Context: an optimization exercise on an open-source flow, tuned for small area and few clock cycles. The choices shown serve that exercise and are no tape-out recipe.
The RTL was checked by simulation tests, not by an equivalence proof against the original design.
Power is estimated from default activity; no workload was simulated.

==> v33: inputs <==
==> flow/design.v <==
package core_pkg;
    typedef logic [31:0] word_t;
    typedef logic [4:0]  reg_addr_t;
    localparam logic [6:0] OPC_OP     = 7'b0110011;
    localparam logic [6:0] OPC_OP_IMM = 7'b0010011;
    localparam logic [6:0] OPC_LUI    = 7'b0110111;
    localparam logic [6:0] OPC_LOAD   = 7'b0000011;
    localparam logic [6:0] OPC_STORE  = 7'b0100011;
    localparam logic [2:0] F3_ADD_SUB = 3'b000;
    localparam logic [2:0] F3_SLL     = 3'b001;
    localparam logic [2:0] F3_SLT     = 3'b010;
    localparam logic [2:0] F3_SLTU    = 3'b011;
    localparam logic [2:0] F3_XOR     = 3'b100;
    localparam logic [2:0] F3_SRL_SRA = 3'b101;
    localparam logic [2:0] F3_OR      = 3'b110;
    localparam logic [2:0] F3_AND     = 3'b111;
    localparam logic [2:0] F3_WORD    = 3'b010;
    localparam word_t INST_EBREAK = 32'h0010_0073;
endpackage
`timescale 1ns/1ps
module inst_decoder (
    input  core_pkg::word_t     i_inst,
    output core_pkg::reg_addr_t o_rs1,
    output core_pkg::reg_addr_t o_rs2,
    output core_pkg::reg_addr_t o_rd,
    output logic      o_reg_write,   
    output logic      o_is_op,       
    output logic      o_is_lui,
    output logic      o_mem_read,
    output logic      o_mem_write,
    output logic      o_halt,
    output logic      o_sub,         
    output logic      o_alt,         
    output core_pkg::word_t     o_imm    
);
    logic [6:0] opcode;
    logic [2:0] funct3;
    logic       is_opi, is_alu;
    assign opcode = i_inst[6:0];
    assign funct3 = i_inst[14:12];
    assign o_rs1  = i_inst[19:15];
    assign o_rs2  = i_inst[24:20];
    assign o_rd   = i_inst[11:7];
    assign o_is_op     = opcode == core_pkg::OPC_OP;
    assign is_opi      = opcode == core_pkg::OPC_OP_IMM;
    assign o_is_lui    = opcode == core_pkg::OPC_LUI;
    assign o_mem_read  = opcode == core_pkg::OPC_LOAD  && funct3 == core_pkg::F3_WORD;
    assign o_mem_write = opcode == core_pkg::OPC_STORE && funct3 == core_pkg::F3_WORD;
    assign o_halt      = i_inst == core_pkg::INST_EBREAK;
    assign is_alu      = o_is_op || is_opi;
    assign o_reg_write = (is_alu || o_is_lui || o_mem_read) && (o_rd != '0);
    assign o_sub = is_alu && (funct3 == core_pkg::F3_SLT || funct3 == core_pkg::F3_SLTU ||
                              (o_is_op && funct3 == core_pkg::F3_ADD_SUB && i_inst[30]));
    assign o_alt = i_inst[30];
    assign o_imm = {{20{i_inst[31]}}, i_inst[31:25],
                    o_mem_write ? i_inst[11:7] : i_inst[24:20]};
endmodule
`timescale 1ns/1ps
module rf_aoi3 (
    input  logic [2:0] i_sel,
    input  logic [2:0] i_data,
    output logic       o_n
);
    assign o_n = !(|(i_sel & i_data));
endmodule
module rf_read (
    input  logic [32:0]       i_sel,
    input  logic [32:0][31:0] i_data,
    output core_pkg::word_t   o_data
);
    for (genvar b = 0; b < 32; b++) begin : g_bit
        logic [10:0] n;
        for (genvar j = 0; j < 11; j++) begin : g_grp
            rf_aoi3 u_aoi (
                .i_sel(i_sel[3 * j +: 3]),
                .i_data({i_data[3 * j + 2][b], i_data[3 * j + 1][b], i_data[3 * j][b]}),
                .o_n(n[j])
            );
        end
        assign o_data[b] = !(&n);
    end
endmodule
module reg_file (
    input  logic                i_clk,
    input  logic                i_rst,
    input  core_pkg::reg_addr_t i_rs1_raddr,
    input  core_pkg::reg_addr_t i_rs2_raddr,
    input  logic                i_rs1_hit,    
    input  logic                i_rs2_hit,
    input  core_pkg::reg_addr_t i_rd_waddr,
    input  logic                i_rd_wen,     
    input  core_pkg::word_t     i_rd_wdata,
    output core_pkg::word_t     o_rs1_rdata,
    output core_pkg::word_t     o_rs2_rdata
);
    logic [32:0][31:0] rf;
    logic [31:1]       wsel;
    logic [32:0]       sel1, sel2;
    core_pkg::word_t   wdata;
    assign wdata = i_rst ? '0 : i_rd_wdata;
    for (genvar i = 1; i < 32; i++) begin : g_reg
        logic [31:0] q;
        assign wsel[i] = i_rst || (i_rd_wen && i_rd_waddr == 5'(i));
        always_ff @(posedge i_clk) begin
            if (wsel[i])
                q <= wdata;
        end
        assign rf[i] = q;
    end
    assign rf[0]  = i_rd_wdata;
    assign rf[32] = '0;
    assign sel1[0]  = i_rs1_hit;
    assign sel2[0]  = i_rs2_hit;
    assign sel1[32] = 1'b0;
    assign sel2[32] = 1'b0;
    for (genvar i = 1; i < 32; i++) begin : g_sel
        assign sel1[i] = !i_rs1_hit && i_rs1_raddr == 5'(i);
        assign sel2[i] = !i_rs2_hit && i_rs2_raddr == 5'(i);
    end
    rf_read u_rd1 (.i_sel(sel1), .i_data(rf), .o_data(o_rs1_rdata));
    rf_read u_rd2 (.i_sel(sel2), .i_data(rf), .o_data(o_rs2_rdata));
endmodule
`timescale 1ns/1ps
module alu_adder (
    input  core_pkg::word_t i_a,
    input  core_pkg::word_t i_b,
    input  logic            i_sub,
    output core_pkg::word_t o_sum,
    output logic            o_carry,
    output core_pkg::word_t o_xor,    
    output core_pkg::word_t o_and     
);
    logic [31:0] b, p, g, gg, pp;
    assign b = i_b ^ {32{i_sub}};
    always_comb begin
        p     = i_a ^ b;
        g     = i_a & b;
        o_xor = p;
        o_and = g;
        g[0] = g[0] | (p[0] & i_sub);
        gg   = g;
        pp   = p;
        for (int k = 0; k < 5; k++)
            for (int i = 0; i < 32; i++)
                if ((i + 1) % (2 << k) == 0) begin
                    gg[i] = gg[i] | (pp[i] & gg[i - (1 << k)]);
                    pp[i] = pp[i] & pp[i - (1 << k)];
                end
        for (int k = 3; k >= 0; k--)
            for (int i = 0; i < 32; i++)
                if ((i + 1) % (2 << k) == (1 << k) && i >= (2 << k)) begin
                    gg[i] = gg[i] | (pp[i] & gg[i - (1 << k)]);
                    pp[i] = pp[i] & pp[i - (1 << k)];
                end
        o_sum[0] = p[0] ^ i_sub;
        for (int i = 1; i < 32; i++)
            o_sum[i] = p[i] ^ gg[i - 1];
        o_carry = gg[31];
    end
endmodule
module alu_shift_level #(
    parameter int S = 1
) (
    input  core_pkg::word_t i_v,
    input  logic            i_keep,
    input  logic            i_left,
    input  logic            i_right,
    input  logic            i_zero,
    input  logic            i_fill,
    output core_pkg::word_t o_nv
);
    always_comb begin
        for (int i = 0; i < 32; i++)
            o_nv[i] = !((i_keep && i_v[i]) ||
                        (i_left && ((i >= S) ? i_v[i - S] : i_zero)) ||
                        (i_right && ((i + S < 32) ? i_v[i + S] : i_fill)));
    end
endmodule
module alu_shifter (
    input  core_pkg::word_t i_a,
    input  logic [4:0]      i_shamt,
    input  logic            i_left,
    input  logic            i_arith,
    output core_pkg::word_t o_nres
);
    logic [5:0][31:0] v;
    logic             fill;
    assign fill = i_arith && i_a[31];
    assign v[0] = i_a;
    for (genvar k = 0; k < 5; k++) begin : g_lvl
        alu_shift_level #(.S(1 << k)) u_lvl (
            .i_v(v[k]), .i_keep(!i_shamt[k]),
            .i_left(i_shamt[k] && i_left), .i_right(i_shamt[k] && !i_left),
            .i_zero(k % 2 == 1), .i_fill(fill ^ (k % 2 == 1)),
            .o_nv(v[k + 1])
        );
    end
    assign o_nres = v[5];
endmodule
module alu (
    input  core_pkg::word_t i_op1,
    input  core_pkg::word_t i_op2,
    input  logic [2:0]      i_f3,
    input  logic            i_sub,    
    input  logic            i_alt,    
    input  logic            i_lui,    
    input  logic [31:12]    i_upper,  
    output core_pkg::word_t o_sum,    
    output core_pkg::word_t o_result
);
    core_pkg::word_t sh_n, xor_v, and_v;
    logic            carry, lt_signed, lt_unsigned;
    logic            s_sum, s_slt, s_sltu, s_xor, s_or, s_and, s_sh;
    alu_adder u_adder (
        .i_a(i_op1), .i_b(i_op2), .i_sub(i_sub), .o_sum(o_sum), .o_carry(carry),
        .o_xor(xor_v), .o_and(and_v)
    );
    assign lt_unsigned = !carry;
    assign lt_signed   = (i_op1[31] ^ i_op2[31]) ? i_op1[31] : o_sum[31];
    alu_shifter u_shifter (
        .i_a(i_op1), .i_shamt(i_op2[4:0]), .i_left(!i_f3[2]),
        .i_arith(i_alt && i_f3[2]), .o_nres(sh_n)
    );
    assign s_sum  = !i_lui && i_f3 == core_pkg::F3_ADD_SUB;
    assign s_slt  = !i_lui && i_f3 == core_pkg::F3_SLT;
    assign s_sltu = !i_lui && i_f3 == core_pkg::F3_SLTU;
    assign s_xor  = !i_lui && i_f3 == core_pkg::F3_XOR;
    assign s_or   = !i_lui && i_f3 == core_pkg::F3_OR;
    assign s_and  = !i_lui && i_f3 == core_pkg::F3_AND;
    assign s_sh   = !i_lui && i_f3[1:0] == 2'b01;
    always_comb begin
        o_result = ({32{s_sum}} & o_sum) |
                   ({32{s_xor || s_or}} & xor_v) |
                   ({32{s_and || s_or}} & and_v) |
                   ({32{s_sh}}  & ~sh_n) |
                   ({32{i_lui}} & {i_upper, 12'd0});
        o_result[0] = o_result[0] | (s_slt && lt_signed) | (s_sltu && lt_unsigned);
    end
endmodule
`timescale 1ns/1ps
module hazard_unit (
    input  logic i_full,
    input  logic i_halted,
    output logic o_valid
);
    assign o_valid = i_full && !i_halted;
endmodule
`timescale 1ns/1ps
module core_top #(
    parameter core_pkg::word_t RESET_ADDR = 32'h0000_0000
) (
    input  logic       i_clk,
    input  logic       i_rst,
    output core_pkg::word_t      o_imem_raddr,
    input  core_pkg::word_t      i_imem_rdata,
    output core_pkg::word_t      o_dmem_addr,
    output logic       o_dmem_ren,
    output logic       o_dmem_wen,
    output core_pkg::word_t      o_dmem_wdata,
    output logic [3:0] o_dmem_mask,
    input  core_pkg::word_t      i_dmem_rdata,
    output logic       o_retire_valid,
    output logic       o_retire_halt,
    output core_pkg::word_t      o_retire_inst,
    output core_pkg::word_t      o_retire_pc,
    output core_pkg::reg_addr_t  o_retire_rd_waddr,
    output core_pkg::word_t      o_retire_rd_wdata
);
    logic [31:2] pc_q, pc_d;
    logic        halted_q;
    core_pkg::word_t     x_inst;
    logic                x_full, x_rs1_hit, x_rs2_hit;
    core_pkg::reg_addr_t x_rs1, x_rs2, x_rd;
    core_pkg::word_t     x_imm, x_rs1_data, x_rs2_data, x_op2, x_sum, x_result;
    logic                x_reg_write, x_is_op, x_is_lui, x_mem_read, x_mem_write;
    logic                x_halt, x_sub, x_alt, x_valid;
    core_pkg::word_t     w_inst, w_result, w_rd_wdata;
    logic                w_valid, w_halt, w_wen, w_load;
    assign pc_d         = i_rst ? RESET_ADDR[31:2] : pc_q + 30'd1;
    assign o_imem_raddr = {pc_d, 2'b00};
    inst_decoder u_decoder (
        .i_inst(x_inst), .o_rs1(x_rs1), .o_rs2(x_rs2), .o_rd(x_rd),
        .o_reg_write(x_reg_write), .o_is_op(x_is_op), .o_is_lui(x_is_lui),
        .o_mem_read(x_mem_read), .o_mem_write(x_mem_write), .o_halt(x_halt),
        .o_sub(x_sub), .o_alt(x_alt), .o_imm(x_imm)
    );
    hazard_unit u_hazard (
        .i_full(x_full), .i_halted(halted_q), .o_valid(x_valid)
    );
    reg_file u_reg_file (
        .i_clk(i_clk), .i_rst(i_rst),
        .i_rs1_raddr(x_rs1), .i_rs2_raddr(x_rs2),
        .i_rs1_hit(x_rs1_hit), .i_rs2_hit(x_rs2_hit),
        .i_rd_waddr(w_inst[11:7]), .i_rd_wen(w_wen), .i_rd_wdata(w_rd_wdata),
        .o_rs1_rdata(x_rs1_data), .o_rs2_rdata(x_rs2_data)
    );
    assign x_op2 = x_is_op ? x_rs2_data : x_imm;
    alu u_alu (
        .i_op1(x_rs1_data), .i_op2(x_op2), .i_f3(x_inst[14:12]),
        .i_sub(x_sub), .i_alt(x_alt), .i_lui(x_is_lui), .i_upper(x_inst[31:12]),
        .o_sum(x_sum), .o_result(x_result)
    );
    assign o_dmem_addr  = {x_sum[31:2], 2'b00};
    assign o_dmem_ren   = x_valid && x_mem_read;
    assign o_dmem_wen   = x_valid && x_mem_write;
    assign o_dmem_wdata = x_rs2_data;
    assign o_dmem_mask  = 4'b1111;
    assign w_rd_wdata = w_load ? i_dmem_rdata : w_result;
    assign o_retire_valid    = w_valid;
    assign o_retire_halt     = w_halt;
    assign o_retire_inst     = w_inst;
    assign o_retire_pc       = {pc_q - 30'd2, 2'b00};
    assign o_retire_rd_waddr = w_wen ? w_inst[11:7] : '0;
    assign o_retire_rd_wdata = w_rd_wdata;
    always_ff @(posedge i_clk) begin
        pc_q   <= pc_d;
        x_full <= !i_rst;
        x_rs1_hit <= !i_rst && x_valid && x_reg_write && x_rd == i_imem_rdata[19:15];
        x_rs2_hit <= !i_rst && x_valid && x_reg_write && x_rd == i_imem_rdata[24:20];
        if (i_rst) begin
            halted_q <= 1'b0;
            w_valid  <= 1'b0;
            w_halt   <= 1'b0;
            w_wen    <= 1'b0;
        end else begin
            if (x_valid && x_halt)
                halted_q <= 1'b1;
            w_valid <= x_valid;
            w_halt  <= x_valid && x_halt;
            w_wen   <= x_valid && x_reg_write;
        end
    end
    always_ff @(posedge i_clk) begin
        w_load   <= x_mem_read;
        x_inst   <= i_imem_rdata;
        w_inst   <= x_inst;
        w_result <= x_result;
    end
endmodule
==> flow/run.sh <==
#!/bin/bash
# synth_recipe.tcl (not shown) runs the flow's synth.tcl, then flattens the netlist and writes it again
# the make line also repeats each setting of config.mk as NAME=value (left out here)
make -C /OpenROAD-flow-scripts/flow DESIGN_CONFIG=/design/flow/config.mk WORK_HOME=/design/flow/orfs CLKGATE_MAP_FILE= SYNTH_SCRIPT=/design/flow/synth_recipe.tcl finish
==> flow/config.mk <==
export PLATFORM = sky130hd
export DESIGN_NAME = core_top
export DESIGN_NICKNAME = core_top
export VERILOG_FILES = /design/flow/design.v
export SDC_FILE = /design/flow/constraint.sdc
export NUM_CORES = 4
export LEC_CHECK = 0
export CAP_MARGIN = 20
export CORE_MARGIN = 2
export CORE_UTILIZATION = 40
export GPL_TIMING_DRIVEN = 0
export SLEW_MARGIN = 20
export SYNTH_HIERARCHICAL = 1
export SYNTH_MINIMUM_KEEP_SIZE = 0
==> flow/constraint.sdc <==
create_clock -name core_clock -period 8.0 [get_ports {i_clk}]
set_input_delay 1.6000 -clock core_clock [delete_from_list [all_inputs] [get_ports {i_clk}]]
set_output_delay 1.6000 -clock core_clock [all_outputs]
set_load 0.01 [all_outputs]
==> v24: changes against v33 <==
==> flow/flow/run.sh (new file) <==
#!/bin/bash
# Standard layout, with plain buffers (buf_1) in place of delay cells on the
# ports. The whole make output goes to flow_make.log; each ORFS step keeps its
# own log under orfs/logs/.
set -o pipefail
bash standard.sh "BUFFER_PORTS_ARGS=-buffer_cell sky130_fd_sc_hd__buf_1" finish > flow_make.log 2>&1
==> flow/standard.sh (new file) <==
#!/bin/bash
# synth_recipe.tcl (not shown) runs the flow's synth.tcl, then flattens the netlist and writes it again
# the make line also repeats each setting of config.mk as NAME=value (left out here)
make -C /OpenROAD-flow-scripts/flow DESIGN_CONFIG=/design/flow/config.mk WORK_HOME=/design/flow/orfs CLKGATE_MAP_FILE= SYNTH_SCRIPT=/design/flow/synth_recipe.tcl "${@:-finish}"
Settings changed: CELL_PAD_IN_SITES_DETAIL_PLACEMENT set to 1, CELL_PAD_IN_SITES_GLOBAL_PLACEMENT set to 1, CTS_BUF_LIST set to sky130_fd_sc_hd__clkbuf_8, GPL_TIMING_DRIVEN 0 to not set, SETUP_SLACK_MARGIN set to 0.15.
removed: flow/run.sh
==> notes <==
- Clock skew: v24 is lower than v33 (21 ps).
- First-iteration DRC count: v24 is smaller than v33 (11%).
- Of v33 and v24, v33 has the higher combinational power (gap 8.9%, measured against v24).
- Sequential cell count is the same in v33 and v24.
- Between v33 and v24, the lower power is in v24 (gap 3.7%, measured against v24).
- In synthesized cell count, v24 and v33 do not differ.
- Global-route usage: v33 is lower than v24 (2.6 points).
- v33 finished but fails on negative setup slack. v24 went through all stages and came out clean.
- In v24 the worst setup slack is higher than in v33, by 90 ps.
- Against v24, the hold slack of v33 is lower by 15 ps.
- Between v24 and v33, the lower clock power is in v24 (gap about 6%, measured against v33).
Testbench counts of v33, summed over its fixed seeds: cycles 9,696.
Testbench counts of v24, summed over its fixed seeds: cycles 9,696.

-- re-timing with driven ports --
In the flow no input, the clock included, has a driving cell. The finished layouts below were timed again as built, in two steps.
Step 1: set_driving_cell puts a clkbuf_16 on i_clk and a buf_2 on each other input, an assumption about the parent block.
Step 2 moves the port delays by t, midway between the first and last clock arrival at a register: inputs arrive t later, outputs are due t later. That takes back most of the time a late clock gives input paths.
a / b / c = no drivers / after step 1 / after step 2; a / b = the first two.
| run | t (ns) | setup slack, ns | worst setup path after step 2 | slew at the worst register clock pin (ns) | cell pins on the clock port's net |
|---|---|---|---|---|---|
| v33 | 0.788 | -0.026 / -0.107 / -0.023 | input to output | 0.08 / 0.08 | 1 |
| v24 | 0.994 | 0.064 / -0.007 / 0.178 | input to output | 0.07 / 0.07 | 1 |
